Context: an optimization exercise on an open-source flow, tuned for small area, a short achievable clock period and few clock cycles per item. The choices shown serve that exercise and are no tape-out recipe.
The RTL was checked by simulation tests, not by an equivalence proof against the original design.

[flow/design.v]
package rhc_pkg;
  localparam int unsigned HUE_BITS   = 9;
  localparam int unsigned HUE_FULL   = 360;
  localparam int unsigned SECTOR_DEG = 60;
  typedef enum logic [1:0] {
    HB_RED,
    HB_GREEN,
    HB_BLUE,
    HB_RED_NEG
  } hue_base_e;
  typedef struct packed {
    logic [2:0] sector;
    logic [5:0] frac;
  } hue_split_t;
  function automatic hue_split_t hue_split(input logic [HUE_BITS-1:0] h);
    logic [3:0] cnt;
    logic [HUE_BITS-1:0] hh;
    logic [2:0] sec;
    cnt = 4'd0;
    for (int k = 1; k <= 8; k++) begin
      if (h >= HUE_BITS'(k * SECTOR_DEG)) cnt = 4'(k);
    end
    hh  = h - HUE_BITS'(cnt * SECTOR_DEG);
    sec = (cnt >= 4'd6) ? 3'(cnt - 4'd6) : cnt[2:0];
    hue_split = {sec, hh[5:0]};
  endfunction
endpackage
module rhc_div #(
  parameter int unsigned RW  = 20,
  parameter int unsigned DW  = 12,
  parameter int unsigned TOP = 7,
  parameter int unsigned NS  = 4
) (
  input  logic [RW-1:0] rem_i,
  input  logic [DW-1:0] den_i,
  output logic [RW-1:0] rem_o,
  output logic [NS-1:0] quo_o
);
  always_comb begin
    logic [RW-1:0] r;
    logic [DW:0]   t;
    logic [DW+1:0] diff;
    r = rem_i;
    for (int k = 0; k < NS; k++) begin
      t    = r[(TOP - k) +: DW + 1];
      diff = {1'b0, t} - {2'b00, den_i};
      quo_o[NS-1-k] = !diff[DW+1];
      if (!diff[DW+1]) r[(TOP - k) +: DW + 1] = diff[DW:0];
    end
    rem_o = r;
  end
endmodule
module rgb_hsv_converter #(
  parameter int unsigned CHANNEL_BITS = 8
) (
  input  logic                         clk_i,
  input  logic                         rst_ni,
  input  logic                         cfg_we_i,
  input  logic                         cfg_wdata_i,
  input  logic                         pix_i_valid,
  output logic                         pix_i_ready,
  input  logic [CHANNEL_BITS-1:0]      pix_i_red,
  input  logic [CHANNEL_BITS-1:0]      pix_i_green,
  input  logic [CHANNEL_BITS-1:0]      pix_i_blue,
  input  logic [rhc_pkg::HUE_BITS-1:0] pix_i_hue,
  input  logic [CHANNEL_BITS-1:0]      pix_i_saturation,
  input  logic [CHANNEL_BITS-1:0]      pix_i_brightness,
  input  logic [CHANNEL_BITS-1:0]      pix_i_alpha,
  output logic                         pix_o_valid,
  input  logic                         pix_o_ready,
  output logic [CHANNEL_BITS-1:0]      pix_o_out_red,
  output logic [CHANNEL_BITS-1:0]      pix_o_out_green,
  output logic [CHANNEL_BITS-1:0]      pix_o_out_blue,
  output logic [rhc_pkg::HUE_BITS-1:0] pix_o_out_hue,
  output logic [CHANNEL_BITS-1:0]      pix_o_out_saturation,
  output logic [CHANNEL_BITS-1:0]      pix_o_out_brightness,
  output logic [CHANNEL_BITS-1:0]      pix_o_out_alpha
);
  localparam int unsigned NST = 9;   
  logic dir_q;
  logic en;
  always_ff @(posedge clk_i or negedge rst_ni) begin
    if (!rst_ni) begin
      dir_q <= 1'b0;
    end else if (cfg_we_i) begin
      dir_q <= cfg_wdata_i;
    end
  end
  logic [NST:1] vld_q;
  logic [NST:1] dir_s;
  logic [7:0]   alpha_s [NST+1];
  assign en          = !vld_q[NST] || pix_o_ready;
  assign pix_i_ready = en;
  always_ff @(posedge clk_i or negedge rst_ni) begin
    if (!rst_ni) begin
      vld_q <= '0;
    end else if (en) begin
      vld_q <= {vld_q[NST-1:1], pix_i_valid};
    end
  end
  assign alpha_s[0] = pix_i_alpha;
  always_ff @(posedge clk_i) begin
    if (en) begin
      dir_s <= {dir_s[NST-1:1], dir_q};
      for (int k = 1; k <= NST; k++) alpha_s[k] <= alpha_s[k-1];
    end
  end
  logic [26:0] f1_d;   
  always_comb begin
    logic [7:0] r, g, b, mx, mid, mn;
    logic       g_gt_r, b_gt_r, b_gt_g, neg;
    rhc_pkg::hue_base_e base;
    r = pix_i_red;
    g = pix_i_green;
    b = pix_i_blue;
    g_gt_r = g > r;
    b_gt_r = b > r;
    b_gt_g = b > g;
    if (!g_gt_r && !b_gt_r) begin
      mx   = r;
      mid  = b_gt_g ? b : g;
      mn   = b_gt_g ? g : b;
      neg  = b_gt_g;
      base = b_gt_g ? rhc_pkg::HB_RED_NEG : rhc_pkg::HB_RED;
    end else if (!b_gt_g) begin
      mx   = g;
      mid  = b_gt_r ? b : r;
      mn   = b_gt_r ? r : b;
      neg  = !b_gt_r && (b != r);
      base = rhc_pkg::HB_GREEN;
    end else begin
      mx   = b;
      mid  = g_gt_r ? g : r;
      mn   = g_gt_r ? r : g;
      neg  = g_gt_r;
      base = rhc_pkg::HB_BLUE;
    end
    if (dir_q) f1_d = {2'b00, pix_i_hue, pix_i_saturation, pix_i_brightness};
    else       f1_d = {mx, mid, mn, base, neg};
  end
  logic [26:0] f1_q;
  logic [15:0] u2_d;   
  logic [7:0]  v2_d;   
  logic [8:0]  h2_d;   
  rhc_pkg::hue_split_t hs1;
  assign hs1 = rhc_pkg::hue_split(f1_q[24:16]);
  always_comb begin
    logic [7:0] mx, mid, mn, d, y;
    {mx, mid, mn} = f1_q[26:3];
    d = mx - mn;
    y = mid - mn;
    if (dir_s[1]) begin
      u2_d = f1_q[7:0] * f1_q[15:8];
      v2_d = f1_q[7:0];
      h2_d = {hs1.frac, hs1.sector};
    end else begin
      u2_d = {d, y};
      v2_d = mx;
      h2_d = {f1_q[2:0], (d == 8'd0), 5'd0};
    end
  end
  logic [15:0] u2_q;
  logic [7:0]  v2_q;
  logic [8:0]  h2_q;
  logic [41:0] y3_d;   
  always_comb begin
    logic [7:0] mx, d, y;
    logic       neg;
    mx  = v2_q;
    {d, y} = u2_q;
    neg = h2_q[6];
    if (dir_s[2]) begin
      y3_d = {1'b0, 22'(h2_q[8:3]) * 22'(u2_q) + 22'd7649, h2_q[2:0], u2_q};
    end else begin
      y3_d = {{d, 8'd0} - 16'(d) + 16'(mx[7:1]),
              ({y, 6'd0} - {4'd0, y, 2'd0}) + 14'((d - 8'(neg)) >> 1),
              d, h2_q[8:5]};
    end
  end
  logic [41:0] y3_q;
  logic [7:0]  v3_q;
  logic [15:0] n4_d;   
  logic [26:0] x4_d;   
  logic [13:0] rh3;
  logic [1:0]  qh3;
  rhc_div #(.RW(14), .DW(8), .TOP(5), .NS(2)) u_hdiv3 (
    .rem_i(y3_q[25:12]), .den_i(y3_q[11:4]), .rem_o(rh3), .quo_o(qh3)
  );
  always_comb begin
    logic [22:0] zs;
    logic [13:0] xq;
    logic [7:0]  wr, a0, r0;
    logic [16:0] t;
    logic [21:0] z;
    z  = y3_q[40:19];
    zs = 23'(z) + 23'(z[21:8]) + 23'(z[21:16]) + 23'd1;
    xq = zs[21:8];
    wr = z[7:0] + xq[7:0];
    t  = 17'(y3_q[15:0]) + 17'(y3_q[15:8]) + 17'd1;
    a0 = t[15:8];
    r0 = y3_q[7:0] + a0;
    if (dir_s[3]) begin
      n4_d = {2'b00, xq};
      x4_d = {y3_q[18:16], wr, a0, r0};
    end else begin
      n4_d = y3_q[41:26];
      x4_d = {1'b0, rh3[11:0], y3_q[11:4], qh3, y3_q[3:0]};
    end
  end
  logic [15:0] n4_q;
  logic [7:0]  v4_q;
  logic [26:0] x4_q;
  logic [7:0]  den4;
  logic [15:0] lr4;
  logic [1:0]  lq4;
  logic [11:0] rh4;
  logic [1:0]  qh4;
  logic [25:0] x5_d;   
  assign den4 = dir_s[4] ? 8'd60 : v4_q;
  rhc_div #(.RW(16), .DW(8), .TOP(7), .NS(2)) u_ldiv4 (
    .rem_i(n4_q), .den_i(den4), .rem_o(lr4), .quo_o(lq4)
  );
  rhc_div #(.RW(12), .DW(8), .TOP(3), .NS(2)) u_hdiv4 (
    .rem_i(x4_q[25:14]), .den_i(x4_q[13:6]), .rem_o(rh4), .quo_o(qh4)
  );
  always_comb begin
    logic [7:0]  v, wr, a0, r0, r0p, p;
    logic        dt;
    logic [14:0] n;
    logic [15:0] nq;
    logic [6:0]  m;
    v   = v4_q;
    {wr, a0, r0} = x4_q[23:0];
    r0p = (r0 == 8'd0) ? 8'd255 : r0;
    p   = v - a0 - 8'(r0[7]);
    dt  = (r0 != 8'd0) && !r0[7];
    n   = {1'b0, r0p, 6'd0} - {5'd0, r0p, 2'd0} - 15'd2 - 15'(wr);
    nq  = 16'(n[13:0]) + 16'(n[13:8]) + 16'd1;
    m   = n[14] ? 7'h7f : {1'b0, nq[13:8]};
    if (dir_s[4]) x5_d = {7'd0, x4_q[26:24], p, dt, m};
    else          x5_d = {rh4[9:0], x4_q[13:6], x4_q[5:4], qh4, x4_q[3:0]};
  end
  logic [13:0] lr5_q;
  logic [1:0]  lq5_q;
  logic [7:0]  v5_q;
  logic [25:0] x5_q;
  logic [7:0]  den5;
  logic [13:0] lr5;
  logic [1:0]  lq5;
  logic [9:0]  rh5;
  logic [1:0]  qh5;
  logic [18:0] x6_d;   
  assign den5 = dir_s[5] ? 8'd60 : v5_q;
  rhc_div #(.RW(14), .DW(8), .TOP(5), .NS(2)) u_ldiv5 (
    .rem_i(lr5_q), .den_i(den5), .rem_o(lr5), .quo_o(lq5)
  );
  rhc_div #(.RW(10), .DW(8), .TOP(1), .NS(2)) u_hdiv5 (
    .rem_i(x5_q[25:16]), .den_i(x5_q[15:8]), .rem_o(rh5), .quo_o(qh5)
  );
  assign x6_d = dir_s[5] ? x5_q[18:0] : {9'd0, x5_q[7:4], qh5, x5_q[3:0]};
  logic [11:0] lr6_q;
  logic [3:0]  lq6_q;
  logic [7:0]  v6_q;
  logic [18:0] x6_q;
  logic [7:0]  den6;
  logic [11:0] lr6;
  logic [1:0]  lq6;
  logic [18:0] x7_d;   
  assign den6 = dir_s[6] ? 8'd60 : v6_q;
  rhc_div #(.RW(12), .DW(8), .TOP(3), .NS(2)) u_ldiv6 (
    .rem_i(lr6_q), .den_i(den6), .rem_o(lr6), .quo_o(lq6)
  );
  always_comb begin
    logic [5:0] qh;
    logic [8:0] hue;
    qh = x6_q[9:4];
    case (x6_q[3:2])
      2'(rhc_pkg::HB_RED):   hue = 9'd0;
      2'(rhc_pkg::HB_GREEN): hue = 9'd120;
      2'(rhc_pkg::HB_BLUE):  hue = 9'd240;
      default:               hue = 9'd360;
    endcase
    hue = x6_q[1] ? hue - 9'(qh) : hue + 9'(qh);
    if (x6_q[0]) hue = '0;
    x7_d = dir_s[6] ? x6_q : {9'd0, hue, x6_q[0]};
  end
  logic [9:0]  lr7_q;
  logic [5:0]  lq7_q;
  logic [7:0]  v7_q;
  logic [18:0] x7_q;
  logic [7:0]  den7;
  logic [9:0]  lr7;
  logic [1:0]  lq7;
  assign den7 = dir_s[7] ? 8'd60 : v7_q;
  rhc_div #(.RW(10), .DW(8), .TOP(1), .NS(2)) u_ldiv7 (
    .rem_i(lr7_q), .den_i(den7), .rem_o(lr7), .quo_o(lq7)
  );
  logic [5:0]  lr8_q;
  logic [7:0]  lq8_q;
  logic [7:0]  v8_q;
  logic [18:0] x8_q;
  logic [7:0] o0_d, o1_d, o2_d;
  logic       o3_d;
  always_comb begin
    logic [7:0] v, qd, p, q, t;
    logic       dt;
    logic [6:0] m;
    logic [2:0] sec;
    logic       c;
    v   = v8_q;
    qd  = lq8_q;
    {sec, p, dt, m} = x8_q;
    c   = (m == 7'h7f) || (lr8_q > m[5:0]);
    q   = v - qd;
    t   = p + qd + 8'(c) - 8'(dt);
    if (dir_s[8]) begin
      o3_d = 1'b0;
      case (sec)
        3'd0:    begin o0_d = v; o1_d = t; o2_d = p; end
        3'd1:    begin o0_d = q; o1_d = v; o2_d = p; end
        3'd2:    begin o0_d = p; o1_d = v; o2_d = t; end
        3'd3:    begin o0_d = p; o1_d = q; o2_d = v; end
        3'd4:    begin o0_d = t; o1_d = p; o2_d = v; end
        default: begin o0_d = v; o1_d = p; o2_d = q; end
      endcase
    end else begin
      o0_d = x8_q[0] ? 8'd0 : qd;
      o1_d = v;
      {o3_d, o2_d} = x8_q[9:1];
    end
  end
  logic [7:0] o0_q, o1_q, o2_q;
  logic       o3_q;
  always_ff @(posedge clk_i) begin
    if (en) begin
      f1_q  <= f1_d;
      u2_q  <= u2_d;
      v2_q  <= v2_d;
      h2_q  <= h2_d;
      y3_q  <= y3_d;
      v3_q  <= v2_q;
      n4_q  <= n4_d;
      v4_q  <= v3_q;
      x4_q  <= x4_d;
      lr5_q <= lr4[13:0];
      lq5_q <= lq4;
      v5_q  <= v4_q;
      x5_q  <= x5_d;
      lr6_q <= lr5[11:0];
      lq6_q <= {lq5_q, lq5};
      v6_q  <= v5_q;
      x6_q  <= x6_d;
      lr7_q <= lr6[9:0];
      lq7_q <= {lq6_q, lq6};
      v7_q  <= v6_q;
      x7_q  <= x7_d;
      lr8_q <= lr7[5:0];
      lq8_q <= {lq7_q, lq7};
      v8_q  <= v7_q;
      x8_q  <= x7_q;
      o0_q  <= o0_d;
      o1_q  <= o1_d;
      o2_q  <= o2_d;
      o3_q  <= o3_d;
    end
  end
  assign pix_o_valid          = vld_q[NST];
  assign pix_o_out_red        = dir_s[NST] ? o0_q : 8'd0;
  assign pix_o_out_green      = dir_s[NST] ? o1_q : 8'd0;
  assign pix_o_out_blue       = dir_s[NST] ? o2_q : 8'd0;
  assign pix_o_out_saturation = dir_s[NST] ? 8'd0 : o0_q;
  assign pix_o_out_brightness = dir_s[NST] ? 8'd0 : o1_q;
  assign pix_o_out_hue        = dir_s[NST] ? 9'd0 : {o3_q, o2_q};
  assign pix_o_out_alpha      = alpha_s[NST];
endmodule
[flow/run.sh]
#!/bin/bash
# synth_recipe.tcl (not shown) runs the flow's synth.tcl, then flattens the netlist and writes it again
# the make line also repeats each setting of config.mk as NAME=value (left out here)
make -C /OpenROAD-flow-scripts/flow DESIGN_CONFIG=/design/flow/config.mk WORK_HOME=/design/flow/orfs CLKGATE_MAP_FILE= SYNTH_SCRIPT=/design/flow/synth_recipe.tcl finish
[flow/config.mk]
export PLATFORM = sky130hd
export DESIGN_NAME = rgb_hsv_converter
export DESIGN_NICKNAME = rgb_hsv_converter
export VERILOG_FILES = /design/flow/design.v
export SDC_FILE = /design/flow/constraint.sdc
export NUM_CORES = 4
export LEC_CHECK = 0
export CAP_MARGIN = 20
export CORE_MARGIN = 2
export CORE_UTILIZATION = 40
export SETUP_SLACK_MARGIN = 5
export SLEW_MARGIN = 20
[flow/constraint.sdc]
create_clock -name core_clock -period 10.0 [get_ports {clk_i}]
set_input_delay 2.0000 -clock core_clock [delete_from_list [all_inputs] [get_ports {clk_i}]]
set_output_delay 2.0000 -clock core_clock [all_outputs]
set_load 0.01 [all_outputs]
==> results of run 1 <==
-- flip-flops by register name, summed over array words and instances, names as in the netlist, 12 cells and up --
register	cells
x7_q	19
x6_q	19
y3_q	42
x5_q	26
u2_q	16
alpha_s	72
lr5_q	14
x4_q	27
lr6_q	12
n4_q	16
x8_q	19
f1_q	27
-- what timing repair did --
action                                  in CTS  in global routing
pin swaps                                    9                 53
buffers inserted                            50                 59
endpoints found under the setup margin      59                 73
cloned                                       2                  1
resized for setup                           20                 76
-- cell families after synthesis --
logic type,after synthesis,share of synthesized area [%]
flops,454,38.9
buf+inv,461,5.04
xor+xnor,199,5.08
compound gates,658,12.1
simple gates,909,12.7
fa+ha+maj,511,21.1
mux,164,5.12
-- worst max-delay path, delay by kind of cell, from the launching register on --
kind                       cells  cell delay (ns)
adders and majority gates      5             2.38
AOI/OAI and AO/OA              6             1.21
DFF                            1             0.44
buffers and inverters          4             0.41
and+or+nand+nor                1             0.16
-- how the worst min path moves through the flow --
stage | end | slack (ns) | depth (start not counted)
final | alpha_s[6][3] | 0.40 | 0
after global routing | alpha_s[7][4] | 0.40 | 0
after CTS | alpha_s[6][2] | 0.39 | 0
after detailed placement | alpha_s[2][2] | 0.40 | 0
after global placement | alpha_s[6][6] | 0.40 | 0
after floorplan | alpha_s[2][0] | 0.40 | 0
-- Yosys cell counts (79+ instances only) --
cell	count	area, µm²
o21ai_0	165	826
a21oi_1	166	831
clkbuf_1	79	297
nand2_1	290	1090
edfxtp_1	444	13300
nor2b_1	84	526
nor2_1	230	863
fa_1	127	2540
ha_1	383	4790
xnor2_1	138	1210
and2_1	123	769
mux2_2	115	1290
inv_1	364	1370
-- layout by cell type, fill, tap and decap left out, types with 10 or more instances in the layout --
master / n
a21oi_1: 159
nand2b_1: 41
nand4_1: 12
ha_1: 372
o21ai_1: 23
or3_1: 13
nor2_1: 226
mux2_2: 115
o211ai_1: 18
dfrtp_1: 10
inv_1: 361
o31ai_1: 19
o21bai_1: 15
fa_1: 127
clkdlybuf4s50_1: 119
a21boi_0: 20
a21o_1: 47
nand3_1: 27
a211oi_1: 18
and2_1: 122
mux2i_1: 48
nor3_1: 30
nor2b_1: 84
xnor2_1: 136
buf_4: 123
a31oi_1: 16
o21ai_0: 157
o22ai_1: 11
edfxtp_1: 444
clkbuf_16: 52
o21a_1: 25
a21boi_1: 12
nand2_1: 287
xor2_1: 58
-- final cells by class --
| class | count | area share (%) |
|---|---|---|
| clock buffers | 60 | 3.27 |
| clock inverters | 29 | 0.953 |
| inverters | 368 | 3.42 |
| multi-input cells | 2443 | 49.4 |
| flip-flops and latches | 454 | 33.6 |
| well taps | 1155 | 3.58 |
| repair buffers | 255 | 5.76 |
-- routing by layer --
layer	vias to the layer above	track usage [%]	part of all wire (%)
met4	0	4.75	2.5
li1	12200	-	-
met2	425	30.7	49
met3	100	2.01	3.6
met1	11600	22.9	44
met5	-	0	0
-- per-stage QoR --
step	std cells
2_1_floorplan	3356
3_3_place_gp	4562
3_5_place_dp	4562
4_1_cts	4703
5_1_grt	4764
6_report	4764
==> results_tabular.tex, run 1 <==
\begin{tabular}{lr}
\hline
Metric & Value \\
\hline
\multicolumn{2}{l}{\textbf{Status}} \\
\quad Outcome & no timing/DRC/antenna violations \\
\multicolumn{2}{l}{\textbf{STA}} \\
\quad Final cycle utilization of the critical path & 49.2\% \\
\quad Setup slack after layout & 5.08 ns \\
\quad Setup violation total in the final timing report & 0 \\
\quad Final Slew Violations & 0 \\
\quad Total count of hold-check failures in the final report & 0 \\
\quad Worst slew slack as a fraction of its limit & 29.4\% \\
\quad Min Hold Slack & 0.400 ns \\
\quad Min Clock Period, post-route & 4.92 ns \\
\quad Transition at the pin with the smallest max-transition slack & 1.06 ns \\
\quad Highest attainable clock frequency & 0.203 GHz \\
\quad Setup TNS Final & 0 ns \\
\quad Clock skew after layout & 0.0341 ns \\
\quad Setup repair after global routing missed its margin & yes \\
\multicolumn{2}{l}{\textbf{Logic synthesis}} \\
\quad Yosys synthesis warning count & 6 \\
\quad Syn Area/Cell & 10.4 µm² \\
\quad Most common flop cell mapped by yosys & edfxtp\_1 \\
\quad Share of synthesized flip-flops with an asynchronous set or reset & 2.20\% \\
\quad EDFF count, synth & 444 \\
\quad Combined area of all synthesized cells & 34900 µm² \\
\quad Distinct cell type count after synthesis & 100 \\
\quad Seq/Total Area, Yosys & 38.9\% \\
\quad Synth Net Count & 3929 \\
\quad Gate Count Post-Synth & 3356 \\
\quad Flip-flop and latch count after synthesis & 454 \\
\multicolumn{2}{l}{\textbf{Setup path}} \\
\quad Series of cell instances along the critical path & buf\_12 -> buf\_4 -> and2\_1 -> fa\_1 -> fa\_1 -> fa\_1 -> inv\_1 -> fa\_1 -> inv\_1 -> ha\_1 -> o21a\_1 -> o211ai\_1 -> a31oi\_2 -> o41a\_1 -> o31ai\_1 -> a211oi\_1 \\
\quad Slowest cell delay on critical path & 0.54 ns \\
\quad Maximum net fanout on the critical path & 7 \\
\quad Worst setup slack for register-to-register paths & 5.08 ns \\
\quad Reg2Reg Capture Point & y3\_q[40] \\
\quad Worst-case reg-to-reg path depth & 16 \\
\quad Required time of the worst setup path & 10.30 ns \\
\quad Worst path arrival time & 5.22 ns \\
\quad End point of the critical path & y3\_q[40] \\
\quad Beginning of the worst register-to-register path & h2\_q[6] \\
\quad Critical path endpoint category & flop \\
\quad Cell repeated most along the worst path & fa\_1 \\
\quad First element of the critical path & h2\_q[6] \\
\quad Kind of launch point of the worst setup path & flop \\
\quad Slowest cell on the critical path & fa\_1 \\
\quad Worst Setup Path Type & flop to flop \\
\multicolumn{2}{l}{\textbf{Floorplanning}} \\
\quad Die extent in y & 299 µm \\
\quad Horiz. Die Dim & 299 µm \\
\quad Area enclosed by the die boundary & 89600 µm² \\
\quad Core region area & 86600 µm² \\
\quad Top Ports & 122 \\
\quad Rows & 108 \\
\quad Initial Utilization & 40.3\% \\
\multicolumn{2}{l}{\textbf{Clock network}} \\
\quad Root buffer selected by CTS & clkbuf\_16 \\
\quad Clock Pin Slew Worst Setup and Hold Paths & 0.06 ns \\
\quad H-tree depth & 2 \\
\quad Clock buffer depth & 3 \\
\quad TritonCTS clock tree & yes \\
\quad Later-pin clock latency in the skew report & 0.59 ns \\
\quad CTS Hold Bufs & 0 \\
\quad Clock net sink count & 454 \\
\quad Inserted Clock Buffers & 50 \\
\multicolumn{2}{l}{\textbf{Finish}} \\
\quad Sequential Area & 13600 µm² \\
\quad Cell area after layout & 40400 µm² \\
\quad Nets@finish & 4145 \\
\quad FILL cells & 8070 \\
\quad Post-synthesis to final-layout area growth & 15.9\% \\
\quad Fraction of final layout cells with drive strength greater than 1 & 11.9\% \\
\quad Multi-input gate area & 20000 µm² \\
\quad Final core occ & 46.7\% \\
\quad Diodes inserted & 0 \\
\multicolumn{2}{l}{\textbf{Min path}} \\
\quad Hold path start & alpha\_s[5][3] \\
\quad Min-delay worst type & flop to flop \\
\multicolumn{2}{l}{\textbf{Drt}} \\
\quad Detail Route Antenna Nets & 0 \\
\quad Total length of routed wires & 79900 µm \\
\quad Iteration count of the initial detailed-routing pass & 7 \\
\quad Number of remaining DRC errors & 0 \\
\quad Average wire length per cell after detail routing & 16.8 µm \\
\quad Number of vias in the routed layout & 24400 \\
\quad Via-to-Cell Ratio & 5.12 \\
\quad DRC marker count from the first detailed-route iteration & 1478 \\
\multicolumn{2}{l}{\textbf{Placed design}} \\
\quad Dpl cell area & 37300 µm² \\
\quad Count of input and output buffers & 121 \\
\quad Post-placement setup slack & 4.23 ns \\
\quad Placed wire-length estimate & 59100 µm \\
\quad Routability congestion estimate & 0.852 \\
\multicolumn{2}{l}{\textbf{Global routing}} \\
\quad First-pass GRT wire length & 126000 µm \\
\quad Pin count of the biggest net entering global routing & 190 \\
\quad All-Layer GR Usage & 17.5\% \\
\quad Vias in the first global route & 23600 \\
\quad Number of antenna violations at the first check in global routing & 2 \\
\quad Total global routing overflow & 0 \\
\multicolumn{2}{l}{\textbf{Run}} \\
\quad Number of maximum-capacitance violations & 0 \\
\hline
\end{tabular}
Testbench counts, summed over its fixed seeds: cycles 19,368, items 19,200.
==> run 2: changes to the inputs <==
--- a/flow/config.mk
+++ b/flow/config.mk
@@ -5,6 +5,7 @@
 export SDC_FILE = /design/flow/constraint.sdc
 export NUM_CORES = 4
 export LEC_CHECK = 0
+export ABC_AREA = 1
 export CAP_MARGIN = 20
 export CORE_MARGIN = 2
 export CORE_UTILIZATION = 40
==> run 2 against run 1 <==
Compared with the run above:
- routed wire length up 3.8%
- cell count rose by 14%
- setup slack lost 0.041 ns
- non-clock buffer count fell by 55
- clock skew shrank 0.017 ns
- sequential share of layout area grew 0.29 points
- first-iteration DRC count grew 13%
- global-route usage is 0.57 points higher
- cell area decreased by 0.85%
- fmax down 0.83%
- critical path type is now input port to primary output
- critical endpoint is now pix_i_ready
==> results_tabular.tex, run 2 <==
\begin{tabular}{lr}
\hline
Metric & Value \\
\hline
\multicolumn{2}{l}{\textbf{Status}} \\
\quad Outcome & no timing/DRC/antenna violations \\
\multicolumn{2}{l}{\textbf{STA}} \\
\quad Final cycle utilization of the critical path & 49.6\% \\
\quad Total count of hold-check failures in the final report & 0 \\
\quad Min Hold Slack & 0.404 ns \\
\quad Setup repair after global routing missed its margin & no \\
\quad Min Clock Period, post-route & 4.96 ns \\
\quad Clock skew after layout & 0.0176 ns \\
\quad Final Slew Violations & 0 \\
\quad Setup TNS Final & 0 ns \\
\quad Transition at the pin with the smallest max-transition slack & 1.07 ns \\
\quad Worst slew slack as a fraction of its limit & 28.7\% \\
\quad Highest attainable clock frequency & 0.202 GHz \\
\quad Setup violation total in the final timing report & 0 \\
\multicolumn{2}{l}{\textbf{Logic synthesis}} \\
\quad Synth Net Count & 4640 \\
\quad Distinct cell type count after synthesis & 63 \\
\quad Seq/Total Area, Yosys & 38.5\% \\
\quad Share of synthesized flip-flops with an asynchronous set or reset & 2.20\% \\
\quad Syn Area/Cell & 8.67 µm² \\
\quad Flip-flop and latch count after synthesis & 454 \\
\quad Most common flop cell mapped by yosys & edfxtp\_1 \\
\quad Synth top cells by count & nand2\_1, inv\_1, edfxtp\_1 \\
\quad Dominant cells by area after synthesis & edfxtp\_1, ha\_1, nand2\_1, inv\_1, fa\_1 \\
\quad Yosys synthesis warning count & 6 \\
\quad Area share of the leading cell type in the synthesized netlist & 37.8\% \\
\quad Yosys top cell by area & edfxtp\_1 \\
\quad EDFF count, synth & 444 \\
\quad Gate Count Post-Synth & 4067 \\
\quad Most common cell in the netlist & nand2\_1 \\
\quad Combined area of all synthesized cells & 35300 µm² \\
\multicolumn{2}{l}{\textbf{Clock network}} \\
\quad Later-pin clock latency in the skew report & 0.61 ns \\
\quad Root buffer selected by CTS & clkbuf\_16 \\
\quad Clock Pin Slew Worst Setup and Hold Paths & 0.06 ns \\
\quad TritonCTS clock tree & yes \\
\quad CTS Hold Bufs & 0 \\
\quad H-tree depth & 2 \\
\quad Clock buffer depth & 3 \\
\quad Clock net sink count & 454 \\
\quad Inserted Clock Buffers & 50 \\
\multicolumn{2}{l}{\textbf{Setup path}} \\
\quad Critical path depth in cells & 4 \\
\quad Crit-path leading delay family & buffers and inverters \\
\quad Critical path endpoint category & primary output \\
\quad Worst path arrival time & 2.96 ns \\
\quad Worst-case reg-to-reg path depth & 16 \\
\quad Kind of launch point of the worst setup path & input port \\
\quad Series of cell instances along the critical path & clkbuf\_2 -> inv\_12 -> nand2\_8 -> clkdlybuf4s50\_1 \\
\quad Required time of the worst setup path & 8.00 ns \\
\quad Number of buffer and inverter instances along the worst setup path & 3 \\
\quad Maximum net fanout on the critical path & 11 \\
\quad Worst Setup Path Type & input port to primary output \\
\quad Slowest cell delay on critical path & 0.56 ns \\
\quad Slowest cell on the critical path & clkdlybuf4s50\_1 \\
\multicolumn{2}{l}{\textbf{Finish}} \\
\quad Sequential Area & 13600 µm² \\
\quad Nets@finish & 4786 \\
\quad Diodes inserted & 0 \\
\quad Fraction of final layout cells with drive strength greater than 1 & 5.99\% \\
\quad Post-synthesis to final-layout area growth & 13.6\% \\
\quad Multi-input gate area & 18700 µm² \\
\quad Cell area after layout & 40100 µm² \\
\quad FILL cells & 8474 \\
\quad Biggest registers after layout & alpha\_s: 72 flops, y3\_q: 42 flops \\
\quad Most common cell after layout, fill and taps aside & nand2\_1 \\
\quad Top library cells by usage in the layout, fill and taps aside & nand2\_1, inv\_1, edfxtp\_1 \\
\quad Top reg by flops & alpha\_s \\
\quad Max reg flops & 72 \\
\quad Final core occ & 46.1\% \\
\multicolumn{2}{l}{\textbf{Drt}} \\
\quad DRC marker count from the first detailed-route iteration & 1665 \\
\quad Average wire length per cell after detail routing & 15.3 µm \\
\quad Iteration count of the initial detailed-routing pass & 6 \\
\quad Number of remaining DRC errors & 0 \\
\quad Via-to-Cell Ratio & 4.97 \\
\quad Detail Route Antenna Nets & 0 \\
\quad Number of vias in the routed layout & 26900 \\
\quad Total length of routed wires & 82900 µm \\
\multicolumn{2}{l}{\textbf{Floorplanning}} \\
\quad Area enclosed by the die boundary & 90600 µm² \\
\quad Top Ports & 122 \\
\quad Die extent in y & 301 µm \\
\quad Core region area & 87000 µm² \\
\quad Initial Utilization & 40.5\% \\
\quad Horiz. Die Dim & 301 µm \\
\quad Rows & 108 \\
\multicolumn{2}{l}{\textbf{Placed design}} \\
\quad Dpl cell area & 37600 µm² \\
\quad Routability congestion estimate & 0.891 \\
\quad Count of input and output buffers & 121 \\
\quad Placed wire-length estimate & 63400 µm \\
\multicolumn{2}{l}{\textbf{Global routing}} \\
\quad All-Layer GR Usage & 18.1\% \\
\quad Vias in the first global route & 25400 \\
\quad Number of antenna violations at the first check in global routing & 0 \\
\quad First-pass GRT wire length & 133000 µm \\
\quad Pin count of the biggest net entering global routing & 170 \\
\quad Total global routing overflow & 0 \\
\multicolumn{2}{l}{\textbf{Run}} \\
\quad Number of maximum-capacitance violations & 0 \\
\multicolumn{2}{l}{\textbf{Min path}} \\
\quad Min-delay worst type & flop to flop \\
\quad Instance count along the most critical hold path & 0 \\
\hline
\end{tabular}
-- run 2: layer usage --
layer	track usage (%)	up-vias	share of wire (%)
met5	0	-	0
met4	5.14	0	2.5
met3	1.86	134	3.6
met2	31.5	525	49
met1	23.8	12500	45
li1	-	13800	-
-- run 2: area by class of cell --
type / instances / area share (%)
inverters: 713 / 6.73
repair buffers: 200 / 4.77
clock buffers: 61 / 3.33
flip-flops and latches: 454 / 33.9
clock inverters: 32 / 1.02
multi-input cells: 2794 / 46.7
well taps: 1155 / 3.61
-- run 2: kinds of logic (layout without fill, tap and decap cells) --
kind of cell,count (synthesis),count (layout),share of synthesized area (%)
simple gates,1339,1342,15.5
buf+inv,822,1006,8.93
xor+xnor,148,148,3.67
compound gates,781,781,12.2
fa+ha+maj,510,510,20.8
mux,13,13,0.401
flops,454,454,38.5
-- run 2: final timing paths --
path	from	end	slack (ns)
worst max-delay path	pix_o_ready	pix_i_ready	5.04
worst min-delay path	alpha_s[2][4]	alpha_s[3][4]	0.40
worst max register to register	f1_q[3]	u2_q[14]	5.27
worst min register to register	alpha_s[2][4]	alpha_s[3][4]	0.40
max in group asynchronous	rst_ni	vld_q[4]	7.77
min in group asynchronous	rst_ni	dir_q	1.80
-- run 2: what timing repair did --
action | in CTS | in global routing
resized for setup | 4 | 33
pin swaps | 1 | 0
endpoints found under the hold margin | 0 | 0
setup buffers | 12 | 55
endpoints found under the setup margin | 96 | 66
cloned | 2 | 1
-- run 2: per-stage QoR --
step / setup WS (ns) / instances
after floorplan: 4.75 / 4067
after global placement: 4.14 / 5246
after detailed placement: 4.10 / 5246
after CTS: 4.81 / 5353
after global routing: 4.99 / 5409
final: 5.04 / 5409
==> run 3: changes to the inputs <==
--- a/flow/config.mk
+++ b/flow/config.mk
@@ -5,9 +5,10 @@
 export SDC_FILE = /design/flow/constraint.sdc
 export NUM_CORES = 4
 export LEC_CHECK = 0
-export ABC_AREA = 1
 export CAP_MARGIN = 20
 export CORE_MARGIN = 2
 export CORE_UTILIZATION = 40
+export CTS_CLUSTER_DIAMETER = 100
+export CTS_CLUSTER_SIZE = 24
 export SETUP_SLACK_MARGIN = 5
 export SLEW_MARGIN = 20
==> run 3 against run 2 <==
Compared with the run above:
- still clean
- cell area decreased by 0.80%
- count of clock-buffer cells in the layout shrank 28
- setup slack gained 0.018 ns
- routed wire length down 4.2%
- fmax increased by 0.37%
- first-iteration DRC count decreased by 20%
- synthesized cell count is 17% lower
- core utilization down 0.15 points
- critical path type is now flop to flop
- critical endpoint is now x5_q[2]
==> results_tabular.tex, run 3 <==
\begin{tabular}{lr}
\hline
Metric & Value \\
\hline
\multicolumn{2}{l}{\textbf{Logic synthesis}} \\
\quad Syn Area/Cell & 10.4 µm² \\
\quad Main combinational cell family by area after synthesis & adder cells \\
\quad Adder-cell area share of the yosys netlist & 21.1\% \\
\quad Flip-flop and latch count after synthesis & 454 \\
\quad Most common cell in the netlist & edfxtp\_1 \\
\quad Seq/Total Area, Yosys & 38.9\% \\
\quad Combined area of all synthesized cells & 34900 µm² \\
\quad Synth top cells by count & edfxtp\_1, ha\_1, inv\_1 \\
\quad Synth Area in Compound Gates & 12.1\% \\
\quad Gate Count Post-Synth & 3356 \\
\quad Most common flop cell mapped by yosys & edfxtp\_1 \\
\quad Dominant cells by area after synthesis & edfxtp\_1, ha\_1, fa\_1, inv\_1, mux2\_2 \\
\quad Fraction of synthesized cell area in xor and xnor cells & 5.08\% \\
\quad Yosys top cell by area & edfxtp\_1 \\
\quad EDFF count, synth & 444 \\
\quad Synth Net Count & 3929 \\
\quad Share of synthesized flip-flops with an asynchronous set or reset & 2.20\% \\
\quad Area share of the leading cell type in the synthesized netlist & 38.2\% \\
\quad Fraction of synthesized area in multiplexers & 5.12\% \\
\quad Distinct cell type count after synthesis & 100 \\
\quad Yosys synthesis warning count & 6 \\
\quad Area share of and/or/nand/nor cells after synthesis & 12.7\% \\
\multicolumn{2}{l}{\textbf{Finish}} \\
\quad Most common cell after layout, fill and taps aside & edfxtp\_1 \\
\quad Diodes inserted & 0 \\
\quad Fraction of final layout cells with drive strength greater than 1 & 11.5\% \\
\quad Post-synthesis to final-layout area growth & 14.0\% \\
\quad Top reg by flops & alpha\_s \\
\quad Biggest registers after layout & alpha\_s: 72 flops, y3\_q: 42 flops \\
\quad Nets@finish & 4122 \\
\quad Max reg flops & 72 \\
\quad Top library cells by usage in the layout, fill and taps aside & edfxtp\_1, ha\_1, inv\_1 \\
\multicolumn{2}{l}{\textbf{Placed design}} \\
\quad Placed wire-length estimate & 59100 µm \\
\quad Routability congestion estimate & 0.852 \\
\quad Count of input and output buffers & 121 \\
\multicolumn{2}{l}{\textbf{Clock network}} \\
\quad Clock net sink count & 454 \\
\quad Inserted Clock Buffers & 27 \\
\quad H-tree depth & 1 \\
\quad Later-pin clock latency in the skew report & 0.60 ns \\
\quad Root buffer selected by CTS & clkbuf\_16 \\
\quad TritonCTS clock tree & yes \\
\quad CTS Hold Bufs & 0 \\
\quad Clock buffer depth & 3 \\
\quad Clock Pin Slew Worst Setup and Hold Paths & 0.10 ns \\
\multicolumn{2}{l}{\textbf{Setup path}} \\
\quad Slowest cell delay on critical path & 0.61 ns \\
\quad Critical path depth in cells & 20 \\
\quad Reg2Reg Capture Point & x5\_q[2] \\
\quad Required time of the worst setup path & 10.31 ns \\
\quad Maximum net fanout on the critical path & 7 \\
\quad Kind of launch point of the worst setup path & flop \\
\quad Slowest cell on the critical path & or4\_4 \\
\quad Crit-path leading delay family & simple AND/OR/NAND/NOR gates \\
\quad Beginning of the worst register-to-register path & x4\_q[3] \\
\quad Worst-case reg-to-reg path depth & 20 \\
\quad Critical path endpoint category & flop \\
\quad Number of buffer and inverter instances along the worst setup path & 2 \\
\quad Worst path arrival time & 5.25 ns \\
\quad Series of cell instances along the critical path & or4\_4 -> nor4b\_4 -> buf\_4 -> buf\_4 -> nor2\_1 -> ha\_1 -> ha\_4 -> o211ai\_1 -> a21oi\_1 -> a221oi\_2 -> xnor2\_2 -> ha\_4 -> nor2\_2 -> nor2\_2 -> o41ai\_4 -> o22ai\_1 -> a41o\_1 -> nand4\_1 -> xor2\_1 -> a21oi\_1 \\
\quad Worst setup slack for register-to-register paths & 5.06 ns \\
\quad Worst Setup Path Type & flop to flop \\
\multicolumn{2}{l}{\textbf{Global routing}} \\
\quad Number of antenna violations at the first check in global routing & 1 \\
\quad Total global routing overflow & 0 \\
\quad First-pass GRT wire length & 126000 µm \\
\quad Vias in the first global route & 23400 \\
\quad Pin count of the biggest net entering global routing & 190 \\
\quad All-Layer GR Usage & 17.3\% \\
\multicolumn{2}{l}{\textbf{Drt}} \\
\quad DRC marker count from the first detailed-route iteration & 1334 \\
\quad Number of remaining DRC errors & 0 \\
\quad Average wire length per cell after detail routing & 16.8 µm \\
\quad Detail Route Antenna Nets & 0 \\
\quad Via-to-Cell Ratio & 5.13 \\
\quad Number of vias in the routed layout & 24200 \\
\quad Total length of routed wires & 79300 µm \\
\quad Iteration count of the initial detailed-routing pass & 7 \\
\multicolumn{2}{l}{\textbf{Min path}} \\
\quad Min-delay worst type & flop to flop \\
\quad Instance count along the most critical hold path & 0 \\
\quad Hold path start & lr6\_q[1] \\
\quad Endpoint with the worst hold slack & lr7\_q[1] \\
\multicolumn{2}{l}{\textbf{STA}} \\
\quad Transition at the pin with the smallest max-transition slack & 1.04 ns \\
\quad Final cycle utilization of the critical path & 49.4\% \\
\quad Setup TNS Final & 0 ns \\
\quad Setup repair after global routing missed its margin & yes \\
\quad Highest attainable clock frequency & 0.202 GHz \\
\quad Min Hold Slack & 0.413 ns \\
\quad Final Slew Violations & 0 \\
\quad Min Clock Period, post-route & 4.94 ns \\
\quad Worst slew slack as a fraction of its limit & 30.8\% \\
\quad Total count of hold-check failures in the final report & 0 \\
\quad Clock skew after layout & 0.0295 ns \\
\quad Setup violation total in the final timing report & 0 \\
\multicolumn{2}{l}{\textbf{Floorplanning}} \\
\quad Initial Utilization & 40.3\% \\
\quad Horiz. Die Dim & 299 µm \\
\quad Core region area & 86600 µm² \\
\quad Area enclosed by the die boundary & 89600 µm² \\
\quad Rows & 108 \\
\quad Die extent in y & 299 µm \\
\quad Top Ports & 122 \\
\multicolumn{2}{l}{\textbf{Status}} \\
\quad Outcome & no timing/DRC/antenna violations \\
\multicolumn{2}{l}{\textbf{Run}} \\
\quad Number of maximum-capacitance violations & 0 \\
\hline
\end{tabular}
run 3: stage by stage:
step | setup slack [ns] | instances | utilization [%] | cell area (µm²)
2_1_floorplan | 4.73 | 3356 | - | 34900
3_3_place_gp | 4.26 | 4562 | 43.1 | 37300
3_5_place_dp | 4.23 | 4562 | 43.1 | 37300
4_1_cts | 4.95 | 4662 | 44.8 | 38800
5_1_grt | 4.83 | 4721 | 45.9 | 39800
6_report | 5.06 | 4721 | 45.9 | 39800
run 3: area by class of cell:
type | instances | area, µm²
fillers | 8103 | 46900
multi-input cells | 2443 | 20100
flip-flops and latches | 454 | 13600
repair buffers | 255 | 2340
well taps | 1155 | 1450
inverters | 368 | 1380
clock buffers | 33 | 719
clock inverters | 13 | 200
run 3: kinds of logic (layout without fill, tap and decap cells):
kind of cell | count (synthesis) | after routing
compound gates | 658 | 658
xor+xnor | 199 | 199
buf+inv | 461 | 669
simple gates | 909 | 911
flops | 454 | 454
mux | 164 | 164
fa+ha+maj | 511 | 511
run 3: worst max-delay path by stage:
stage,from,to,slack (ns)
6_report,x4_q[3],x5_q[2],5.06
5_1_grt,x4_q[3],x5_q[2],4.83
4_1_cts,pix_o_ready,pix_i_ready,4.95
3_5_place_dp,pix_o_ready,pix_i_ready,4.23
3_3_place_gp,pix_o_ready,pix_i_ready,4.26
2_1_floorplan,pix_o_ready,pix_i_ready,4.73
run 3: what timing repair did:
action	in CTS	in global routing
pin swaps	10	74
setup buffers	52	57
endpoints found under the setup margin	59	73
cloned	2	1
gates resized for setup	20	99
run 3: routing by layer:
layer,vias up,routed length [µm],share of wire [%],track usage (%)
li1,12200,-,-,-
met1,11500,35500,45,22.8
met4,0,1900,2.4,3.83
met2,393,39500,50,30.7
met5,-,0,0,0
met3,100,2430,3.1,1.75
==> run 4: changes to the inputs <==
--- a/flow/config.mk
+++ b/flow/config.mk
@@ -5,6 +5,7 @@
 export SDC_FILE = /design/flow/constraint.sdc
 export NUM_CORES = 4
 export LEC_CHECK = 0
+export ABC_AREA = 1
 export CAP_MARGIN = 20
 export CORE_MARGIN = 2
 export CORE_UTILIZATION = 40
==> run 4 against run 3 <==
Compared with the run above:
- synthesized cell count grew 21%
- sequential share of layout area grew 0.53 points
- critical path type is now input port to primary output
- critical endpoint is now pix_i_ready
- largest cell class unchanged
- still clean
- cell count up 13%
==> results_tabular.tex, run 4 <==
\begin{tabular}{lr}
\hline
Metric & Value \\
\hline
\multicolumn{2}{l}{\textbf{Clock network}} \\
\quad Root buffer selected by CTS & clkbuf\_16 \\
\quad Clock Pin Slew Worst Setup and Hold Paths & 0.09 ns \\
\quad Inserted Clock Buffers & 25 \\
\quad CTS Hold Bufs & 0 \\
\quad Later-pin clock latency in the skew report & 0.60 ns \\
\quad TritonCTS clock tree & yes \\
\quad H-tree depth & 1 \\
\quad Clock net sink count & 454 \\
\quad Clock buffer depth & 3 \\
\multicolumn{2}{l}{\textbf{Setup path}} \\
\quad Worst path arrival time & 2.96 ns \\
\quad Kind of launch point of the worst setup path & input port \\
\quad Maximum net fanout on the critical path & 11 \\
\quad Required time of the worst setup path & 8.00 ns \\
\quad Worst Setup Path Type & input port to primary output \\
\quad Critical path endpoint category & primary output \\
\multicolumn{2}{l}{\textbf{Logic synthesis}} \\
\quad Synth top cells by count & nand2\_1, inv\_1, edfxtp\_1 \\
\quad Yosys top cell by area & edfxtp\_1 \\
\quad EDFF count, synth & 444 \\
\quad Share of synthesized flip-flops with an asynchronous set or reset & 2.20\% \\
\quad Syn Area/Cell & 8.67 µm² \\
\quad Combined area of all synthesized cells & 35300 µm² \\
\quad Synth Net Count & 4640 \\
\quad Yosys synthesis warning count & 6 \\
\quad Distinct cell type count after synthesis & 63 \\
\quad Seq/Total Area, Yosys & 38.5\% \\
\quad Area share of the leading cell type in the synthesized netlist & 37.8\% \\
\quad Most common flop cell mapped by yosys & edfxtp\_1 \\
\quad Flip-flop and latch count after synthesis & 454 \\
\quad Gate Count Post-Synth & 4067 \\
\quad Most common cell in the netlist & nand2\_1 \\
\quad Dominant cells by area after synthesis & edfxtp\_1, ha\_1, nand2\_1, inv\_1, fa\_1 \\
\multicolumn{2}{l}{\textbf{STA}} \\
\quad Setup repair after global routing missed its margin & no \\
\quad Final Slew Violations & 0 \\
\quad Highest attainable clock frequency & 0.202 GHz \\
\quad Transition at the pin with the smallest max-transition slack & 1.08 ns \\
\quad Total count of hold-check failures in the final report & 0 \\
\quad Setup violation total in the final timing report & 0 \\
\quad Setup TNS Final & 0 ns \\
\quad Worst slew slack as a fraction of its limit & 28.2\% \\
\quad Min Clock Period, post-route & 4.96 ns \\
\quad Final cycle utilization of the critical path & 49.6\% \\
\quad Clock skew after layout & 0.0157 ns \\
\multicolumn{2}{l}{\textbf{Floorplanning}} \\
\quad Core region area & 87000 µm² \\
\quad Horiz. Die Dim & 301 µm \\
\quad Rows & 108 \\
\quad Initial Utilization & 40.5\% \\
\quad Top Ports & 122 \\
\quad Area enclosed by the die boundary & 90600 µm² \\
\quad Die extent in y & 301 µm \\
\multicolumn{2}{l}{\textbf{Drt}} \\
\quad DRC marker count from the first detailed-route iteration & 1568 \\
\quad Via-to-Cell Ratio & 4.99 \\
\quad Detail Route Antenna Nets & 0 \\
\quad Total length of routed wires & 81900 µm \\
\quad Average wire length per cell after detail routing & 15.3 µm \\
\quad Iteration count of the initial detailed-routing pass & 6 \\
\quad Number of remaining DRC errors & 0 \\
\quad Number of vias in the routed layout & 26700 \\
\multicolumn{2}{l}{\textbf{Placed design}} \\
\quad Placed wire-length estimate & 63400 µm \\
\quad Count of input and output buffers & 121 \\
\quad Cell total after placement & 5246 \\
\quad Routability congestion estimate & 0.891 \\
\multicolumn{2}{l}{\textbf{Finish}} \\
\quad Top reg by flops & alpha\_s \\
\quad FILL cells & 8546 \\
\quad Post-Layout Cell Count & 5355 \\
\quad Max reg flops & 72 \\
\quad Fraction of final layout cells with drive strength greater than 1 & 5.21\% \\
\quad Most common cell after layout, fill and taps aside & nand2\_1 \\
\quad Top library cells by usage in the layout, fill and taps aside & nand2\_1, inv\_1, edfxtp\_1 \\
\quad Diodes inserted & 0 \\
\quad Nets@finish & 4762 \\
\quad Multi-input gate area & 18700 µm² \\
\quad Post-synthesis to final-layout area growth & 11.0\% \\
\quad Biggest registers after layout & alpha\_s: 72 flops, y3\_q: 42 flops \\
\quad Sequential Area & 13600 µm² \\
\multicolumn{2}{l}{\textbf{Global routing}} \\
\quad Vias in the first global route & 25000 \\
\quad First-pass GRT wire length & 131000 µm \\
\quad Number of antenna violations at the first check in global routing & 1 \\
\quad Total global routing overflow & 0 \\
\quad Pin count of the biggest net entering global routing & 170 \\
\quad All-Layer GR Usage & 17.8\% \\
\multicolumn{2}{l}{\textbf{Run}} \\
\quad Number of maximum-capacitance violations & 0 \\
\multicolumn{2}{l}{\textbf{Min path}} \\
\quad Min-delay worst type & flop to flop \\
\multicolumn{2}{l}{\textbf{Status}} \\
\quad Outcome & no timing/DRC/antenna violations \\
\hline
\end{tabular}
==> run 4: cell count changes after synthesis, moves of 81 or more <==
cell / delta
nand2_1: +526
inv_1: +337
a21oi_1: +145
o21ai_0: +129
and2_1: -115
mux2_2: -106
nor2b_1: -84
nand3_1: +83
xnor2_1: -81
==> run 4: stage by stage <==
step	utilization [%]	setup slack [ns]	area [µm²]	hold WS (ns)
3_3_place_gp	43.2	4.14	37600	0.401
2_1_floorplan	-	4.75	35300	0.400
5_1_grt	45.0	4.98	39100	0.415
6_report	45.0	5.04	39100	0.417
3_5_place_dp	43.2	4.10	37600	0.405
4_1_cts	44.2	4.78	38500	0.407
==> run 4: cells by family after synthesis <==
logic type	after synthesis	synth area share (%)
AOI/OAI and AO/OA	781	12.2
xor gates and xnor gates	148	3.67
adders and majority gates	510	20.8
buffers and inverters	822	8.93
DFF	454	38.5
muxes	13	0.401
and+or+nand+nor	1339	15.5
==> run 4: repair_timing <==
action | CTS | global route
pin swaps | 1 | 0
cloned | 2 | 1
resized for setup | 4 | 37
setup buffers | 12 | 56
endpoints found under the setup margin | 98 | 66
==> run 4: worst paths after layout <==
check                              start  depth (start not counted)            end  slack [ns]
setup / recovery             pix_o_ready                          4    pix_i_ready        5.04
hold / removal             alpha_s[2][4]                          0  alpha_s[3][4]        0.42
setup reg to reg                 f1_q[6]                         16       u2_q[14]        5.25
hold reg to reg            alpha_s[2][4]                          0  alpha_s[3][4]        0.42
max in group asynchronous         rst_ni                          1       vld_q[4]        7.81
min in group asynchronous         rst_ni                          1       vld_q[9]        1.77
==> run 4: area by class of cell <==
type                            instances  area share, %
Multi-Input combinational cell       2794           47.9
Tap cell                             1155           3.69
Clock buffer                           27           1.62
Clock inverter                         11          0.304
Timing Repair Buffer                  201           4.93
Sequential cell                       454           34.7
Inverter                              713           6.89
==> run 4: per-layer routing <==
metal	vias to the layer above	GRT usage, %	wire length [µm]
li1	13700	-	-
met1	12400	23.8	37200
met2	502	31.3	40400
met3	104	1.40	2550
met4	2	3.96	1830
met5	-	0	13
==> run 4: worst max-delay path, stage by stage <==
cell and delay (ns):
clkbuf_2 0.17, inv_12 0.07, nand2_8 0.15, clkdlybuf4s50_1 0.56
==> run 5: changes to the inputs <==
--- a/flow/config.mk
+++ b/flow/config.mk
@@ -13,3 +13,4 @@
 export CTS_CLUSTER_SIZE = 24
 export SETUP_SLACK_MARGIN = 5
 export SLEW_MARGIN = 20
+export TNS_END_PERCENT = 10
==> run 5 against run 4 <==
Compared with the run above:
- worst hold slack worse by 0.0031 ns
- die area stayed put
- largest cell class unchanged
- cell area is 0.30% lower
- critical path depth stayed put
- routed wire length is 0.55% lower
- area after synthesis stayed put
==> results_tabular.tex, run 5 <==
\begin{tabular}{lr}
\hline
Metric & Value \\
\hline
\multicolumn{2}{l}{\textbf{Setup path}} \\
\quad Worst Setup Path Type & input port to primary output \\
\quad Maximum net fanout on the critical path & 21 \\
\quad Slowest cell on the critical path & clkdlybuf4s50\_1 \\
\quad Slowest cell delay on critical path & 0.58 ns \\
\quad Kind of launch point of the worst setup path & input port \\
\quad Worst path arrival time & 3.00 ns \\
\quad Critical path endpoint category & primary output \\
\quad Crit-path leading delay family & buffers and inverters \\
\quad Number of buffer and inverter instances along the worst setup path & 3 \\
\quad Series of cell instances along the critical path & clkbuf\_2 -> inv\_12 -> nand2\_8 -> clkdlybuf4s50\_1 \\
\quad Required time of the worst setup path & 8.00 ns \\
\multicolumn{2}{l}{\textbf{Floorplanning}} \\
\quad Initial Utilization & 40.5\% \\
\quad Area enclosed by the die boundary & 90600 µm² \\
\quad Top Ports & 122 \\
\quad Rows & 108 \\
\quad Horiz. Die Dim & 301 µm \\
\quad Core region area & 87000 µm² \\
\quad Die extent in y & 301 µm \\
\multicolumn{2}{l}{\textbf{Finish}} \\
\quad Max reg flops & 72 \\
\quad Diodes inserted & 0 \\
\quad Fraction of final layout cells with drive strength greater than 1 & 4.84\% \\
\quad Post-synthesis to final-layout area growth & 10.6\% \\
\quad FILL cells & 8550 \\
\quad Nets@finish & 4753 \\
\quad Most common cell after layout, fill and taps aside & nand2\_1 \\
\quad Top library cells by usage in the layout, fill and taps aside & nand2\_1, inv\_1, edfxtp\_1 \\
\quad Top reg by flops & alpha\_s \\
\quad Post-Layout Cell Count & 5346 \\
\quad Biggest registers after layout & alpha\_s: 72 flops, y3\_q: 42 flops \\
\multicolumn{2}{l}{\textbf{Logic synthesis}} \\
\quad Seq/Total Area, Yosys & 38.5\% \\
\quad Most common flop cell mapped by yosys & edfxtp\_1 \\
\quad Gate Count Post-Synth & 4067 \\
\quad Most common cell in the netlist & nand2\_1 \\
\quad Yosys synthesis warning count & 6 \\
\quad Distinct cell type count after synthesis & 63 \\
\quad Synth top cells by count & nand2\_1, inv\_1, edfxtp\_1 \\
\quad Dominant cells by area after synthesis & edfxtp\_1, ha\_1, nand2\_1, inv\_1, fa\_1 \\
\quad Fraction of synthesized area in multiplexers & 0.401\% \\
\quad Flip-flop and latch count after synthesis & 454 \\
\quad Combined area of all synthesized cells & 35300 µm² \\
\quad Area share of and/or/nand/nor cells after synthesis & 15.5\% \\
\quad EDFF count, synth & 444 \\
\quad Fraction of synthesized cell area in xor and xnor cells & 3.67\% \\
\quad Syn Area/Cell & 8.67 µm² \\
\quad Yosys top cell by area & edfxtp\_1 \\
\quad Synth Area in Compound Gates & 12.2\% \\
\quad Main combinational cell family by area after synthesis & adder cells \\
\quad Adder-cell area share of the yosys netlist & 20.8\% \\
\quad Share of synthesized flip-flops with an asynchronous set or reset & 2.20\% \\
\quad Synth Net Count & 4640 \\
\quad Area share of the leading cell type in the synthesized netlist & 37.8\% \\
\multicolumn{2}{l}{\textbf{STA}} \\
\quad Transition at the pin with the smallest max-transition slack & 1.07 ns \\
\quad Clock skew after layout & 0.0161 ns \\
\quad Final Slew Violations & 0 \\
\quad Setup repair after global routing missed its margin & yes \\
\quad Worst slew slack as a fraction of its limit & 29.0\% \\
\quad Highest attainable clock frequency & 0.200 GHz \\
\quad Setup TNS Final & 0 ns \\
\quad Final cycle utilization of the critical path & 50.0\% \\
\quad Min Clock Period, post-route & 5.00 ns \\
\quad Total count of hold-check failures in the final report & 0 \\
\quad Setup violation total in the final timing report & 0 \\
\multicolumn{2}{l}{\textbf{Placed design}} \\
\quad Count of input and output buffers & 121 \\
\quad Routability congestion estimate & 0.891 \\
\quad Cell total after placement & 5246 \\
\quad Placed wire-length estimate & 63400 µm \\
\multicolumn{2}{l}{\textbf{Clock network}} \\
\quad Root buffer selected by CTS & clkbuf\_16 \\
\quad H-tree depth & 1 \\
\quad Clock net sink count & 454 \\
\quad Clock Pin Slew Worst Setup and Hold Paths & 0.09 ns \\
\quad TritonCTS clock tree & yes \\
\quad Clock buffer depth & 3 \\
\quad Inserted Clock Buffers & 25 \\
\quad Later-pin clock latency in the skew report & 0.61 ns \\
\multicolumn{2}{l}{\textbf{Drt}} \\
\quad Number of vias in the routed layout & 26700 \\
\quad Total length of routed wires & 81500 µm \\
\quad DRC marker count from the first detailed-route iteration & 1600 \\
\quad Iteration count of the initial detailed-routing pass & 5 \\
\quad Via-to-Cell Ratio & 4.99 \\
\quad Number of remaining DRC errors & 0 \\
\quad Detail Route Antenna Nets & 0 \\
\quad Average wire length per cell after detail routing & 15.2 µm \\
\multicolumn{2}{l}{\textbf{Global routing}} \\
\quad First-pass GRT wire length & 131000 µm \\
\quad Total global routing overflow & 0 \\
\quad All-Layer GR Usage & 17.7\% \\
\quad Number of antenna violations at the first check in global routing & 0 \\
\quad Pin count of the biggest net entering global routing & 170 \\
\quad Vias in the first global route & 25000 \\
\multicolumn{2}{l}{\textbf{Run}} \\
\quad Number of maximum-capacitance violations & 0 \\
\multicolumn{2}{l}{\textbf{Status}} \\
\quad Outcome & no timing/DRC/antenna violations \\
\multicolumn{2}{l}{\textbf{Min path}} \\
\quad Min-delay worst type & flop to flop \\
\hline
\end{tabular}
run 5: cell counts after synthesis:
No cell type changed its count.
run 5: worst paths after layout:
path / start / endpoint / slack, ns / cells after the start
max in group asynchronous: rst_ni / vld_q[4] / 7.79 / 1
hold / removal: alpha_s[2][4] / alpha_s[3][4] / 0.41 / 0
setup reg to reg: f1_q[0] / u2_q[14] / 5.14 / 16
min in group asynchronous: rst_ni / vld_q[1] / 1.79 / 1
setup / recovery: pix_o_ready / pix_i_ready / 5.00 / 4
hold reg to reg: alpha_s[2][4] / alpha_s[3][4] / 0.41 / 0
run 5: worst reg2reg max path: cells and delay by family, from the launching register on:
| family | cells | cell delay, ns |
|---|---|---|
| and+or+nand+nor | 3 | 0.48 |
| AOI/OAI and AO/OA | 7 | 0.98 |
| DFF | 1 | 0.60 |
| adders and majority gates | 5 | 2.46 |
| buffers and inverters | 1 | 0.06 |
run 5: final cells by class:
cell class	count	area (µm²)	share of cell area, %
multi-input cells	2793	18700	47.9
flip-flops and latches	454	13600	34.8
clock buffers	27	633	1.62
inverters	713	2690	6.90
clock inverters	11	119	0.305
well taps	1155	1450	3.70
repair buffers	193	1870	4.80
run 5: layer usage:
metal / GRT usage [%] / up-vias / share of wire [%]
met4: 4.07 / 0 / 2.3
met3: 1.34 / 103 / 2.9
met5: 0 / - / 0
met1: 23.8 / 12400 / 45
met2: 31.2 / 463 / 49
li1: - / 13700 / -
run 5: through the flow:
| stage | utilization, % | setup slack, ns | area (µm²) | hold WS [ns] |
|---|---|---|---|---|
| after global routing | 44.8 | 4.85 | 39000 | 0.415 |
| after CTS | 44.1 | 4.78 | 38400 | 0.407 |
| final | 44.8 | 5.00 | 39000 | 0.414 |
| after global placement | 43.2 | 4.14 | 37600 | 0.401 |
| after floorplan | - | 4.75 | 35300 | 0.400 |
| after detailed placement | 43.2 | 4.10 | 37600 | 0.405 |
run 5: cells by family after synthesis:
| family | Yosys count |
|---|---|
| buffers and inverters | 822 |
| adders and majority gates | 510 |
| AOI/OAI and AO/OA | 781 |
| muxes | 13 |
| xor gates and xnor gates | 148 |
| DFF | 454 |
| and+or+nand+nor | 1339 |
run 5: what timing repair did:
item	CTS	global route
setup buffers	1	59
hold buffers	0	0
gates resized for setup	4	26
pin swaps	1	0
endpoints found under the setup margin	98	71
cloned	2	0
==> run 6: changes to the inputs <==
--- a/flow/config.mk
+++ b/flow/config.mk
@@ -11,6 +11,6 @@
 export CORE_UTILIZATION = 40
 export CTS_CLUSTER_DIAMETER = 100
 export CTS_CLUSTER_SIZE = 24
+export PLACE_DENSITY = 0.7
 export SETUP_SLACK_MARGIN = 5
 export SLEW_MARGIN = 20
-export TNS_END_PERCENT = 10
==> run 6 against run 5 <==
Compared with the run above:
- highest routed layer unchanged
- area after synthesis unchanged
- critical path depth unchanged
- clock skew up 0.0071 ns
- cell count barely moved
- count of clock-buffer cells in the layout rose by 4
==> results_tabular.tex, run 6 <==
\begin{tabular}{lr}
\hline
Metric & Value \\
\hline
\multicolumn{2}{l}{\textbf{Placed design}} \\
\quad Post-placement setup slack & 3.99 ns \\
\quad Placed wire-length estimate & 61300 µm \\
\multicolumn{2}{l}{\textbf{Drt}} \\
\quad Total length of routed wires & 79600 µm \\
\quad Number of vias in the routed layout & 26800 \\
\quad Number of remaining DRC errors & 0 \\
\quad Average wire length per cell after detail routing & 14.9 µm \\
\quad DRC marker count from the first detailed-route iteration & 1836 \\
\quad Via-to-Cell Ratio & 5.01 \\
\multicolumn{2}{l}{\textbf{Logic synthesis}} \\
\quad Distinct cell type count after synthesis & 63 \\
\quad Most common flop cell mapped by yosys & edfxtp\_1 \\
\quad Yosys top cell by area & edfxtp\_1 \\
\quad Seq/Total Area, Yosys & 38.5\% \\
\quad Syn Area/Cell & 8.67 µm² \\
\quad Combined area of all synthesized cells & 35300 µm² \\
\quad Gate Count Post-Synth & 4067 \\
\quad EDFF count, synth & 444 \\
\multicolumn{2}{l}{\textbf{STA}} \\
\quad Final Slew Violations & 0 \\
\quad Highest attainable clock frequency & 0.202 GHz \\
\multicolumn{2}{l}{\textbf{Floorplanning}} \\
\quad Area enclosed by the die boundary & 90600 µm² \\
\quad Horiz. Die Dim & 301 µm \\
\multicolumn{2}{l}{\textbf{Finish}} \\
\quad Most common cell after layout, fill and taps aside & nand2\_1 \\
\quad Post-synthesis to final-layout area growth & 10.7\% \\
\quad Top library cells by usage in the layout, fill and taps aside & nand2\_1, inv\_1, edfxtp\_1 \\
\quad Biggest registers after layout & alpha\_s: 72 flops, y3\_q: 42 flops \\
\multicolumn{2}{l}{\textbf{Status}} \\
\quad Outcome & no timing/DRC/antenna violations \\
\multicolumn{2}{l}{\textbf{Global routing}} \\
\quad All-Layer GR Usage & 17.3\% \\
\quad Pin count of the biggest net entering global routing & 80 \\
\quad Vias in the first global route & 25700 \\
\quad Total global routing overflow & 0 \\
\multicolumn{2}{l}{\textbf{Setup path}} \\
\quad Maximum net fanout on the critical path & 11 \\
\multicolumn{2}{l}{\textbf{Clock network}} \\
\quad Clock buffer depth & 3 \\
\quad Later-pin clock latency in the skew report & 0.59 ns \\
\quad Inserted Clock Buffers & 24 \\
\quad Root buffer selected by CTS & clkbuf\_16 \\
\hline
\end{tabular}
-- run 6: cells by family (layout without fill, tap and decap cells) --
| group | after synthesis | in the layout | synth area share [%] |
|---|---|---|---|
| and+or+nand+nor | 1339 | 1342 | 15.5 |
| muxes | 13 | 13 | 0.401 |
| AOI/OAI and AO/OA | 781 | 781 | 12.2 |
| xor gates and xnor gates | 148 | 148 | 3.67 |
| buffers and inverters | 822 | 945 | 8.93 |
| DFF | 454 | 454 | 38.5 |
| adders and majority gates | 510 | 510 | 20.8 |
-- run 6: path summary, 6_finish.rpt --
path                                 end          start  slack [ns]
hold / removal             alpha_s[4][5]  alpha_s[3][5]        0.41
min in group asynchronous       vld_q[2]         rst_ni        1.73
setup reg to reg                u2_q[14]       f1_q[12]        5.16
max in group asynchronous       vld_q[7]         rst_ni        7.95
hold reg to reg            alpha_s[4][5]  alpha_s[3][5]        0.41
setup / recovery             pix_i_ready    pix_o_ready        5.05
-- run 6: final cells by class --
| class | instances | area (µm²) |
|---|---|---|
| inverter | 713 | 2690 |
| clock buffer | 31 | 637 |
| timing repair buffer | 193 | 1910 |
| sequential | 454 | 13600 |
| fill | 8402 | 48000 |
| multi-input combinational | 2794 | 18700 |
| clock inverter | 8 | 104 |
| tap | 1155 | 1450 |
-- run 6: metal layers --
layer | GRT usage [%] | part of all wire, %
met5 | 0 | 0
met3 | 1.54 | 4.0
met1 | 22.3 | 43
met4 | 4.10 | 2.5
met2 | 31.5 | 50
-- run 6: timing repair --
action / 4_1_cts / 5_1_grt
pin swaps: 1 / 1
buffers inserted: 15 / 45
setup endpoints to repair: 30 / 50
cloned: 3 / 0
resized for setup: 7 / 24
-- run 6: stage by stage --
stage | area [µm²] | hold slack, ns | std cells
floorplan | 35300 | 0.400 | 4067
global placement | 37600 | 0.401 | 5246
detailed placement | 37600 | 0.405 | 5246
CTS | 38500 | 0.410 | 5303
global route | 39000 | 0.423 | 5348
finish | 39000 | 0.415 | 5348
-- run 6: critical path, cell delays in order --
cell             delay [ns]
clkdlybuf4s15_1        0.28
inv_12                 0.15
nand2_8                0.14
clkdlybuf4s15_2        0.34

-- port drivers added, routing unchanged --
The flow's constraints put no driver on any port. The routed layouts listed below were extracted and timed again, unchanged, in two steps. Step 1, drivers: a clkbuf_16 drives clk_i and a buf_2 each remaining input, both assumed. Step 2, shift: input delay + t, output delay - t, t = (earliest + latest rising clock arrival at the registers) / 2. This alone moves slack from input paths to output paths. Slacks: ideal ports / drivers / drivers and shift; pairs: ideal ports / drivers.
| run | t (ns) | setup WS [ns] | hold WS [ns] | worst register clock-pin slew, ns |
|---|---|---|---|---|
| run 1 | 0.640 | 5.084 / 5.084 / 4.559 | 0.400 / 0.400 / 0.400 | 0.07 / 0.07 |
| run 2 | 0.665 | 5.043 / 5.017 / 4.755 | 0.404 / 0.404 / 0.404 | 0.07 / 0.07 |
| run 3 | 0.647 | 5.061 / 5.061 / 4.577 | 0.413 / 0.413 / 0.413 | 0.10 / 0.10 |
| run 4 | 0.659 | 5.042 / 5.016 / 4.848 | 0.417 / 0.417 / 0.417 | 0.10 / 0.10 |
| run 5 | 0.659 | 5.004 / 4.978 / 4.838 | 0.414 / 0.414 / 0.414 | 0.10 / 0.10 |
| run 6 | 0.639 | 5.053 / 5.032 / 4.757 | 0.415 / 0.415 / 0.415 | 0.10 / 0.10 |
After both steps setup and hold are still met in every run listed. The setup slack of run 1, which loses most, moves by 0.000 ns with the drivers and by -0.525 ns with both steps.
